From an optimization exercise on the open Yosys and OpenROAD flow, aimed at small area, a short achievable clock period and few clock cycles per item; shortcuts taken in it are not production practice. Function was checked by simulation only, so behaviour that the tests miss may differ from the original.

Design polygon_convexity_check, start of the top module:
module polygon_convexity_check #(
  parameter int COORD_WIDTH = 16
) (
  input  logic                          clk,
  input  logic                          rst,
  input  logic                          vertex_valid,
  output logic                          vertex_ready,
  input  logic signed [COORD_WIDTH-1:0] vertex_x,
  input  logic signed [COORD_WIDTH-1:0] vertex_y,
  input  logic                          last_vertex,
  output logic                          result_valid,
  input  logic                          result_ready,
  output logic                          is_convex,
  output logic                          too_few
);
make LEC_CHECK=0 ABC_AREA=1 CAP_MARGIN=20 CORE_MARGIN=2 CORE_UTILIZATION=40 CTS_CLUSTER_DIAMETER=80 CTS_CLUSTER_SIZE=30 PLACE_DENSITY=0.6 SETUP_SLACK_MARGIN=4.4 SLEW_MARGIN=20 finish   # period 7.5 ns
run.sh (not shown) runs the stock make flow with config.mk's settings and CLKGATE_MAP_FILE= SYNTH_SCRIPT=/design/flow/synth_recipe.tcl, a recipe that flattens the netlist after the stock synthesis.
Testbench counts at the start, summed over its fixed seeds: cycles 59,325, items 59,266.
Then changed:
==> flow/flow/run.sh (new file) <==
#!/bin/bash
# Layout flow: the standard flow (standard.sh) unchanged except for one step in
# synthesis. Before Yosys's fine-grained synthesis runs ABC, the adder trees of the RTL
# (plain XOR / majority gates) are mapped to full- and half-adder cells, so ABC cannot
# restructure them first; extracting them afterwards leaves inverters between the adder
# cells. Everything else, including the registers, is the standard synthesis.
set -euo pipefail
HERE=$(pwd)
FL=$HERE/flow

# synthesis script: ORFS's synth.tcl with the early adder extraction inserted
python3 - "$FLOW_HOME/scripts/synth.tcl" "$HERE/synth_fa.tcl" <<'PYEOF'
import sys
src = open(sys.argv[1]).read()
anchor = """if {
  [env_var_exists_and_non_empty SYNTH_WRAPPED_OPERATORS] ||
  [env_var_exists_and_non_empty SWAP_ARITH_OPERATORS]
} {
  source $::env(SCRIPTS_DIR)/synth_wrap_operators.tcl
} else {"""
early = """# early full-adder extraction (this flow's only change to synthesis)
opt -fast -full
memory_map
opt -full
techmap -map +/techmap.v -map $::env(FLOW_HOME)/platforms/common/lcu_kogge_stone.v
opt -fast
extract_fa {*}[dont_use_extract_fa_args]
techmap -map $::env(ADDER_MAP_FILE)
opt -fast

"""
assert src.count(anchor) == 1, "synth.tcl anchor not found"
open(sys.argv[2], "w").write(src.replace(anchor, early + anchor))
PYEOF
# The standard flow's synthesis wrapper, sourcing the script above instead of synth.tcl
sed "s|\$::env(SCRIPTS_DIR)/synth.tcl|$HERE/synth_fa.tcl|" synth_recipe.tcl > synth_recipe_fa.tcl
grep -q "synth_fa.tcl" synth_recipe_fa.tcl
# standard.sh with that synthesis wrapper, for the synth target only
sed "s|SYNTH_SCRIPT=[^ ]*|SYNTH_SCRIPT=$HERE/synth_recipe_fa.tcl|" standard.sh > standard_fa.sh
grep -q "synth_recipe_fa.tcl" standard_fa.sh

bash standard_fa.sh synth > synth.log 2>&1
bash standard.sh finish > finish.log 2>&1
==> flow/standard.sh (new file) <==
#!/bin/bash
# synth_recipe.tcl (not shown) runs the flow's synth.tcl, then flattens the netlist and writes it again
# the make line also repeats each setting of config.mk as NAME=value (left out here)
make -C /OpenROAD-flow-scripts/flow DESIGN_CONFIG=/design/flow/config.mk WORK_HOME=/design/flow/orfs CLKGATE_MAP_FILE= SYNTH_SCRIPT=/design/flow/synth_recipe.tcl "${@:-finish}"
--- a/flow/config.mk
+++ b/flow/config.mk
@@ -10,7 +10,7 @@
 export CORE_MARGIN = 2
 export CORE_UTILIZATION = 40
-export CTS_CLUSTER_DIAMETER = 80
-export CTS_CLUSTER_SIZE = 30
+export CTS_CLUSTER_DIAMETER = 70
+export CTS_CLUSTER_SIZE = 26
 export PLACE_DENSITY = 0.6
-export SETUP_SLACK_MARGIN = 4.4
+export SETUP_SLACK_MARGIN = 4.2
 export SLEW_MARGIN = 20
removed: flow/run.sh
The new run passed the timing, design-rule and antenna checks.
Via count falls by a few percent.
Worst hold slack degrades by 0.0089 ns.
Sequential share of layout area rises by 1.5 points.
Worst setup slack degrades by 0.19 ns.
Die area falls by a few percent.
Then changed:
--- a/flow/config.mk
+++ b/flow/config.mk
@@ -10,7 +10,7 @@
 export CORE_MARGIN = 2
 export CORE_UTILIZATION = 40
-export CTS_CLUSTER_DIAMETER = 70
-export CTS_CLUSTER_SIZE = 26
-export PLACE_DENSITY = 0.6
-export SETUP_SLACK_MARGIN = 4.2
+export CTS_CLUSTER_DIAMETER = 80
+export CTS_CLUSTER_SIZE = 30
+export PLACE_DENSITY = 0.7
+export SETUP_SLACK_MARGIN = 4.4
 export SLEW_MARGIN = 20
Cell count came out higher by 1.2%.
Non-clock buffer count rose by 44.
Area after synthesis stays the same.

re-timing with driven ports:
No port has a modelled driver above. Below, the same layouts with a new extraction and two added sets of constraints. Step 1 (the two cells are an assumption about what drives the block):
set clk [get_ports {clk}]
set_driving_cell -lib_cell sky130_fd_sc_hd__clkbuf_16 $clk
set_driving_cell -lib_cell sky130_fd_sc_hd__buf_2 [delete_from_list [all_inputs] $clk]
Step 2 moves the port delays by t, midway between the first and last clock arrival at a register: inputs arrive t later, outputs are due t later. That takes back most of the time a late clock gives input paths. Slacks: ideal / step 1 / step 2; pairs: ideal / step 1.
run | shift t [ns] | setup slack, ns | worst hold slack (ns) | worst data-port slew with drivers (ns)
the first run | 0.661 | 4.402 / 4.402 / 3.878 | 0.338 / 0.338 / 0.338 | 0.04
the second run | 0.655 | 4.215 / 4.215 / 3.730 | 0.329 / 0.329 / 0.329 | 0.04
the third run | 0.647 | 4.455 / 4.437 / 3.875 | 0.339 / 0.339 / 0.339 | 0.06
After both steps setup and hold are still met in every run listed. The setup slack of the third run, which loses most, moves by -0.018 ns with the drivers and by -0.580 ns with both steps.
